This design comes from an exercise in tuning for small area, a short achievable clock period and few clock cycles per item on the open sky130 flow, not from production work. RTL that was checked went through simulation tests only; none was proved equivalent to the original. Power and IR drop assume default switching activity.

// mdu_ctrl
module mdu_ctrl #(
    parameter int MUL_LAT = 4
) (
    input  logic        clk,
    input  logic        rst,
    input  logic        start,
    input  logic [2:0]  op,
    input  logic [31:0] a,
    input  logic [31:0] b,
    output logic        busy,
    output logic        done,
    output logic [31:0] hi,
    output logic [31:0] lo,
    output logic        div0
);
    localparam int N = 35;
    logic        r_busy, r_done;
    logic        s_mul, s_fix, s_nlo, s_lead, s_step, s_nhi;
    logic [31:0] r_hi, r_lo;
    logic        r_hx;           
    logic [32:0] r_m;            
    logic [5:0]  r_k;            
    logic        r_uns, r_negq, r_negr;
    logic        r_skip;         
    logic        r_hz;           
    logic        c_aacc, c_b1, c_b2, c_blo, c_bhi, c_inv;
    logic        c_madd, c_mskip, c_hsum;
    assign busy = r_busy;
    assign done = r_done;
    assign hi   = r_hi;
    assign lo   = r_lo;
    assign div0 = 1'b0;
    logic [N-1:0] w_ma, w_mb, w_sum, w_m35, w_bx, w_g, w_p, w_gg, w_pp;
    assign w_m35 = {{2{r_m[32]}}, r_m};
    assign w_ma = ({N{c_aacc}} & {{2{r_hx}}, r_hx, r_hi})
                | ({N{s_lead}} & {3'd0, r_hi[23:0], r_lo[31:24]})
                | ({N{s_step}} & {r_hx, r_hx, r_hi, r_lo[31]});
    assign w_mb = ({N{c_b2}}  & {w_m35[N-2:0], 1'b0})
                | ({N{c_b1}}  & w_m35)
                | ({N{c_blo}} & {3'd0, r_lo})
                | ({N{c_bhi}} & {3'd0, r_hi});
    assign w_bx = w_mb ^ {N{c_inv}};
    assign w_g  = w_ma & w_bx;
    assign w_p  = w_ma ^ w_bx;
    always_comb begin
        w_gg = w_g;
  ...
==> flow/config.mk <==
export PLATFORM = sky130hd
export DESIGN_NAME = mdu_ctrl
export DESIGN_NICKNAME = mdu_ctrl
export VERILOG_FILES = /design/flow/design.v
export SDC_FILE = /design/flow/constraint.sdc
export NUM_CORES = 4
export LEC_CHECK = 0
export ABC_AREA = 1
export CAP_MARGIN = 20
export CORE_MARGIN = 2
export CORE_UTILIZATION = 40
export SLEW_MARGIN = 20
==> flow/constraint.sdc <==
create_clock -name core_clock -period 10.0 [get_ports {clk}]
set_input_delay 2.0000 -clock core_clock [delete_from_list [all_inputs] [get_ports {clk}]]
set_output_delay 2.0000 -clock core_clock [all_outputs]
set_load 0.01 [all_outputs]
standard.sh (not shown) runs the stock make flow with config.mk's settings and CLKGATE_MAP_FILE= SYNTH_SCRIPT=/design/flow/synth_recipe.tcl, a recipe that flattens the netlist after the stock synthesis.
==> flow/flow/run.sh <==
#!/bin/bash
# Standard layout with two changes to how it is made: Yosys does not map adders to full-adder
# cells (ABC maps them as plain logic, which is faster here), and timing repair aims below the
# clock period.
set -euo pipefail
export ADDER_MAP_FILE=
export SETUP_SLACK_MARGIN=6.0
bash standard.sh > standard.log 2>&1
The starting point went through all stages and came out clean.
Edit:
--- a/flow/flow/run.sh
+++ b/flow/flow/run.sh
@@ -6,3 +6,3 @@
 export ADDER_MAP_FILE=
-export SETUP_SLACK_MARGIN=6.0
+export SETUP_SLACK_MARGIN=6.8
 bash standard.sh > standard.log 2>&1
Result: The new run completed with no timing, DRC or antenna violations. Cell count climbs by 2.7%. Synthesized cell count does not change. Fmax came out higher by 21%. Sequential power went down by about 1%. Area after synthesis does not change. Flip-flop and latch count is unchanged. Design area goes up by 12%. Routed wire length climbs by 9.2%.
Function was not checked in any run of this note: the RTL went through the layout flow alone.


Setup of oak:
The RTL this note starts from:
==> flow/design.v <==
module mdu_ctrl #(
    parameter int MUL_LAT = 4
) (
    input  logic        clk,
    input  logic        rst,
    input  logic        start,
    input  logic [2:0]  op,
    input  logic [31:0] a,
    input  logic [31:0] b,
    output logic        busy,
    output logic        done,
    output logic [31:0] hi,
    output logic [31:0] lo,
    output logic        div0
);
    localparam int N = 35;
    logic        r_busy, r_done;
    logic        s_mul, s_fix, s_nlo, s_lead, s_step, s_nhi;
    logic [31:0] r_hi, r_lo;
    logic        r_hx;           
    logic [32:0] r_m;            
    logic [5:0]  r_k;            
    logic        r_uns, r_negq, r_negr;
    logic        r_skip;         
    logic        r_hz;           
    logic        c_aacc, c_b1, c_b2, c_blo, c_bhi, c_inv;
    logic        c_madd, c_mskip, c_hsum;
    assign busy = r_busy;
    assign done = r_done;
    assign hi   = r_hi;
    assign lo   = r_lo;
    assign div0 = 1'b0;
    logic [N-1:0] w_ma, w_mb, w_sum, w_m35, w_bx, w_g, w_p, w_gg, w_pp;
    assign w_m35 = {{2{r_m[32]}}, r_m};
    assign w_ma = ({N{c_aacc}} & {{2{r_hx}}, r_hx, r_hi})
                | ({N{s_lead}} & {3'd0, r_hi[23:0], r_lo[31:24]})
                | ({N{s_step}} & {r_hx, r_hx, r_hi, r_lo[31]});
    assign w_mb = ({N{c_b2}}  & {w_m35[N-2:0], 1'b0})
                | ({N{c_b1}}  & w_m35)
                | ({N{c_blo}} & {3'd0, r_lo})
                | ({N{c_bhi}} & {3'd0, r_hi});
    assign w_bx = w_mb ^ {N{c_inv}};
    assign w_g  = w_ma & w_bx;
    assign w_p  = w_ma ^ w_bx;
    always_comb begin
        w_gg = w_g;
        w_pp = w_p;
        w_gg[0] = w_g[0] | (w_p[0] & c_inv);
        for (int d = 1; d < 64; d = d * 2)
            for (int i = 2 * d - 1; i < N; i += 2 * d) begin
                w_gg[i] = w_gg[i] | (w_pp[i] & w_gg[i-d]);
                w_pp[i] = w_pp[i] & w_pp[i-d];
            end
        for (int d = 32; d >= 1; d = d / 2)
            for (int i = 3 * d - 1; i < N; i += 2 * d) begin
                w_gg[i] = w_gg[i] | (w_pp[i] & w_gg[i-d]);
                w_pp[i] = w_pp[i] & w_pp[i-d];
            end
    end
    assign w_sum = w_p ^ {w_gg[N-2:0], c_inv};
    logic       w_acc, w_dsign, w_dskip, w_last, w_rneg;
    logic [5:0] w_k;
    logic [7:0] w_nlo, w_bw;
    logic       w_nbp, w_bp, w_nskip;
    assign w_acc   = !r_busy && start;
    assign w_dsign = !op[0] && a[31];
    assign w_dskip = r_hz && w_sum[N-1];
    assign w_k     = r_k + ((s_lead || (s_mul && r_skip)) ? 6'd8 : s_mul ? 6'd2 : 6'd1);
    assign w_last  = w_k[5];
    assign w_rneg  = w_sum[32];            
    assign w_nlo   = r_skip ? r_lo[15:8] : r_lo[9:2];
    assign w_nbp   = r_skip ? r_lo[7] : r_lo[1];
    assign w_bw    = r_busy ? w_nlo : a[7:0];
    assign w_bp    = r_busy ? w_nbp : 1'b0;
    assign w_nskip = r_busy ? ((w_k <= 6'd24) && (w_nlo == {8{w_nbp}})) : (a[7:0] == 8'd0);
    logic        w_late;
    logic [17:0] w_nx [0:1];
    assign w_late = (s_lead && w_dskip) || (s_step && w_rneg);
    always_comb begin
        for (int l = 0; l < 2; l++) begin
            logic dsk, rng;
            logic n_mul, n_fix, n_nlo, n_lead, n_step, n_nhi, n_done, n_m32, n_hx, n_dend;
            dsk    = (l == 1);
            rng    = (l == 1);
            n_dend = (s_lead && dsk && w_last) || (s_step && w_last);
            n_mul  = r_busy ? (s_mul && !w_last) : (start && op[2:1] == 2'b00);
            n_fix  = (s_mul && w_last && r_uns && w_nbp) || (s_step && w_last && rng);
            n_lead = (w_acc && op[2:1] == 2'b01 && !w_dsign) || (s_lead && dsk && !w_last)
                  || (s_nlo && r_k == 6'd0);
            n_step = (s_lead && !dsk) || (s_step && !w_last);
            n_nlo  = (w_acc && op[2:1] == 2'b01 && w_dsign)
                  || ((n_dend && !(s_step && rng)) || (s_fix && !r_uns)) && r_negq && !s_lead;
            n_nhi  = ((n_dend && !(s_step && rng)) || (s_fix && !r_uns)) && !(r_negq && !s_lead) && r_negr
                  || (s_nlo && r_k != 6'd0 && r_negr);
            n_done = r_busy && !(n_mul || n_fix || n_lead || n_step || n_nlo || n_nhi);
            n_m32  = r_busy ? r_m[32] : (!op[0] && b[31]);
            n_hx   = s_step ? rng : r_busy ? r_hx : 1'b0;
            w_nx[l] = {
                r_busy ? !n_done : (start && !op[2]),                        
                n_done,                                                      
                n_mul, n_fix, n_nlo, n_lead, n_step, n_nhi,                  
                n_mul || n_fix,                                              
                n_mul && (w_bw[0] == w_bp) && (w_bw[1] != w_bw[0]),         
                (n_mul && (w_bw[0] ^ w_bp)) || n_fix || n_lead || n_step,    
                n_nlo,                                                       
                n_nhi,                                                       
                n_mul && !w_nskip,                                           
                n_mul && w_nskip,                                            
                n_fix || n_nhi || n_step,                                    
                (n_mul && w_bw[1] && !(w_bw[0] && w_bp)) || (n_fix && n_m32)
                  || (n_lead && !n_m32) || (n_step && (n_hx == n_m32)) || n_nlo || n_nhi,   
                n_hx                                                         
            };
        end
    end
    logic [17:0] w_n;
    assign w_n = w_late ? w_nx[1] : w_nx[0];
    always_ff @(posedge clk) begin
        if (rst) begin
            {r_busy, r_done, s_mul, s_fix, s_nlo, s_lead, s_step, s_nhi,
             c_aacc, c_b2, c_b1, c_blo, c_bhi, c_madd, c_mskip, c_hsum} <= '0;
        end else begin
            {r_busy, r_done, s_mul, s_fix, s_nlo, s_lead, s_step, s_nhi,
             c_aacc, c_b2, c_b1, c_blo, c_bhi, c_madd, c_mskip, c_hsum} <= w_n[17:2];
        end
    end
    always_ff @(posedge clk) begin
        c_inv <= w_n[1];
        r_hx  <= (s_mul && !r_skip) ? w_sum[N-1] : w_n[0];
        r_m   <= r_busy ? r_m : {!op[0] && b[31], b};
        r_skip <= w_nskip;
        if (!r_busy) begin
            r_k    <= 6'd0;
            r_uns  <= op[0];
            r_negq <= !op[0] && (a[31] ^ b[31]) && (b != 32'd0);
            r_negr <= w_dsign;
        end
        if (s_mul || (s_lead && w_dskip) || s_step) r_k <= w_k;
    end
    logic        w_lead, w_ldhi, w_ldlo, w_hold_hi, w_hold_lo;
    logic [31:0] w_hi, w_lo;
    assign w_lead    = s_lead && w_dskip;
    assign w_ldhi    = w_acc && (!op[2] || op[1:0] == 2'b00);
    assign w_ldlo    = w_acc && (!op[2] || op[1:0] == 2'b01);
    assign w_hold_hi = !(c_madd || c_mskip || c_hsum || w_lead || w_ldhi);
    assign w_hold_lo = !(c_madd || c_mskip || s_nlo || s_step || w_lead || w_ldlo);
    assign w_hi = ({32{c_madd}}    & w_sum[33:2])
                | ({32{c_mskip}}   & {{8{r_hx}}, r_hi[31:8]})
                | ({32{c_hsum}}    & w_sum[31:0])
                | ({32{w_lead}}    & {r_hi[23:0], r_lo[31:24]})
                | ({32{w_ldhi && op[2]}} & a)
                | ({32{w_hold_hi}} & r_hi);
    assign w_lo = ({32{c_madd}}    & {w_sum[1:0], r_lo[31:2]})
                | ({32{c_mskip}}   & {r_hi[7:0], r_lo[31:8]})
                | ({32{s_nlo}}     & w_sum[31:0])
                | ({32{s_step}}    & {r_lo[30:0], !w_rneg})
                | ({32{w_lead}}    & {r_lo[23:0], 8'd0})
                | ({32{w_ldlo}}    & a)
                | ({32{w_hold_lo}} & r_lo);
    always_ff @(posedge clk) begin
        if (rst) begin
            r_hi <= 32'd0;
            r_lo <= 32'd0;
        end else begin
            r_hi <= w_hi;
            r_lo <= w_lo;
        end
        r_hz <= rst || w_acc || (w_lead ? (r_hi[23:16] == 8'd0) : r_hz);
    end
endmodule
==> flow/config.mk <==
export PLATFORM = sky130hd
export DESIGN_NAME = mdu_ctrl
export DESIGN_NICKNAME = mdu_ctrl
export VERILOG_FILES = /design/flow/design.v
export SDC_FILE = /design/flow/constraint.sdc
export NUM_CORES = 4
export LEC_CHECK = 0
export ABC_AREA = 1
export CAP_MARGIN = 20
export CORE_MARGIN = 2
export CORE_UTILIZATION = 60
export CTS_BUF_LIST = sky130_fd_sc_hd__clkbuf_8
export SLEW_MARGIN = 20
==> flow/constraint.sdc <==
create_clock -name core_clock -period 10.0 [get_ports {clk}]
set_input_delay 2.0000 -clock core_clock [delete_from_list [all_inputs] [get_ports {clk}]]
set_output_delay 2.0000 -clock core_clock [all_outputs]
set_load 0.01 [all_outputs]
==> flow/flow/run.sh <==
#!/bin/bash
# Standard layout with three changes to how it is made: Yosys does not map adders to full-adder
# cells (ABC maps them as plain logic, which is faster here), the ports get the smallest buffer
# cell instead of a delay buffer, and timing repair aims below the clock period (harder after
# clock tree synthesis than after global routing).
set -euo pipefail
export ADDER_MAP_FILE=
export BUFFER_PORTS_ARGS="-buffer_cell sky130_fd_sc_hd__buf_1"
SETUP_SLACK_MARGIN=6.8 bash standard.sh cts > standard_cts.log 2>&1
SETUP_SLACK_MARGIN=6.3 bash standard.sh > standard.log 2>&1
oak: full flow OK, the timing, DRC and antenna checks passed
Testbench counts of oak, summed over its fixed seeds: cycles 75,612, ops 8,000.
What pine does differently from oak at the input level:
-- flow/flow/run.sh --
<<< oak, line 8
export BUFFER_PORTS_ARGS="-buffer_cell sky130_fd_sc_hd__buf_1"
SETUP_SLACK_MARGIN=6.8 bash standard.sh cts > standard_cts.log 2>&1
SETUP_SLACK_MARGIN=6.3 bash standard.sh > standard.log 2>&1
>>> pine, line 8
export BUFFER_PORTS_ARGS="-buffer_cell sky130_fd_sc_hd__buf_1"
SETUP_SLACK_MARGIN=6.8 bash standard.sh cts > standard_cts.log 2>&1
SETUP_SLACK_MARGIN=6.5 bash standard.sh > standard.log 2>&1
--- outcome ---
pine vs. oak: final instance area increased 0.58%; maximum resistive drop on vdd rose by about 0.8%; fraction of layout instances using a drive strength above 1 saw an increase; net switching power figure increased by about 0.3% relative to the old numbers.
From oak to pine, share of flip-flops with an asynchronous set or reset after synthesis did not move at all.
Clock power essentially unchanged between oak and pine.
The combinational share of power on oak is in line with that on pine.
pine finished end to end and its layout was clean on timing, DRC and antenna.
pine — static leakage power 0.66% higher, oak as reference
The final reports for pine and oak show number of gates on the worst path with buffers counted lower in the former.
In terms of final total power, pine and oak differ only marginally.
Compare oak and pine | via density per instance higher: pine
Inputs modified between pine and birch:
Settings: a deleted CTS_BUF_LIST that had been sky130_fd_sc_hd__clkbuf_8; a change of CORE_UTILIZATION from 60 to 45.
-- flow/flow/run.sh --
<<< pine, line 7
export ADDER_MAP_FILE=
export BUFFER_PORTS_ARGS="-buffer_cell sky130_fd_sc_hd__buf_1"
SETUP_SLACK_MARGIN=6.8 bash standard.sh cts > standard_cts.log 2>&1
SETUP_SLACK_MARGIN=6.5 bash standard.sh > standard.log 2>&1
>>> birch, line 7
export ADDER_MAP_FILE=
export BUFFER_PORTS_ARGS="-buffer_cell sky130_fd_sc_hd__buf_1"
SETUP_SLACK_MARGIN=7.0 bash standard.sh cts > standard_cts.log 2>&1
SETUP_SLACK_MARGIN=6.5 bash standard.sh > standard.log 2>&1
The final layouts of birch and pine pass the timing, DRC and antenna checks. sky130_fd_sc_hd__dfxtp_4 as the critical-path cell with the highest stage delay was reported by birch, and sky130_fd_sc_hd__dfxtp_2 by pine. pine → birch: number of global-route vias before repair higher; routed metal-1 wire length higher; met3 usage in global routing lower.
Changes in maple relative to birch:
Settings: setting CTS_BUF_LIST to sky130_fd_sc_hd__clkbuf_8 for the first time.
-- flow/flow/run.sh --
<<< birch, line 7
export ADDER_MAP_FILE=
export BUFFER_PORTS_ARGS="-buffer_cell sky130_fd_sc_hd__buf_1"
SETUP_SLACK_MARGIN=7.0 bash standard.sh cts > standard_cts.log 2>&1
SETUP_SLACK_MARGIN=6.5 bash standard.sh > standard.log 2>&1
>>> maple, line 7
export ADDER_MAP_FILE=
export BUFFER_PORTS_ARGS="-buffer_cell sky130_fd_sc_hd__buf_1"
SETUP_SLACK_MARGIN=6.8 bash standard.sh cts > standard_cts.log 2>&1
SETUP_SLACK_MARGIN=6.3 bash standard.sh > standard.log 2>&1
[summary]
A slowest cell on the critical path of sky130_fd_sc_hd__dfxtp_4 is what birch shows, while sky130_fd_sc_hd__dfxtp_2 belongs to maple. maple vs. birch: clock group share of total power lost 5.4 points; sequential fraction of total cell area went up by 1.9 points; total wirelength of the detailed-routed design decreased 11%. Both conditions hold for maple: the flow ran to the end and the final layout passed the timing, DRC and antenna checks. Cell area: maple < birch. Side by side, post-cts gate resize count turned out lower in maple than in birch. In terms of number of unique standard cell types used by synthesis, maple and birch differ only marginally. For maple, the top power consumer group was registers, unlike birch, where it was clock. maple vs birch — met2 wirelength from detailed routing dropped by a little under 10%. Total power, maple vs birch: down by more than 10%.

==> re-timing with driven ports <==
The results above use ideal ports. As a check the final layouts listed here were re-extracted and re-timed, cells and wires unchanged. Step 1 (the two cells are an assumption about what drives the block):
set clk [get_ports {clk}]
set_driving_cell -lib_cell sky130_fd_sc_hd__clkbuf_16 $clk
set_driving_cell -lib_cell sky130_fd_sc_hd__buf_2 [delete_from_list [all_inputs] $clk]
Step 2 moves the port delays by t, midway between the first and last clock arrival at a register: inputs arrive t later, outputs are due t later. That takes back most of the time a late clock gives input paths. Slacks: ideal / step 1 / step 2; pairs: ideal / step 1.
run	shift t [ns]	slack for setup (ns)	clock arrival spread, ns
the first run of note 1	0.478	6.114 / 6.063 / 5.690	0.015 / 0.015
the second run of note 1	0.478	6.801 / 6.754 / 6.343	0.012 / 0.012
oak	0.520	6.578 / 6.578 / 6.192	0.021 / 0.021
pine	0.522	6.667 / 6.667 / 6.215	0.020 / 0.020
birch	0.481	6.683 / 6.683 / 6.432	0.012 / 0.011
maple	0.516	6.649 / 6.649 / 6.158	0.019 / 0.019
After both steps setup and hold are still met in every run listed. The setup slack of maple, which loses most, moves by 0.000 ns with the drivers and by -0.491 ns with both steps.
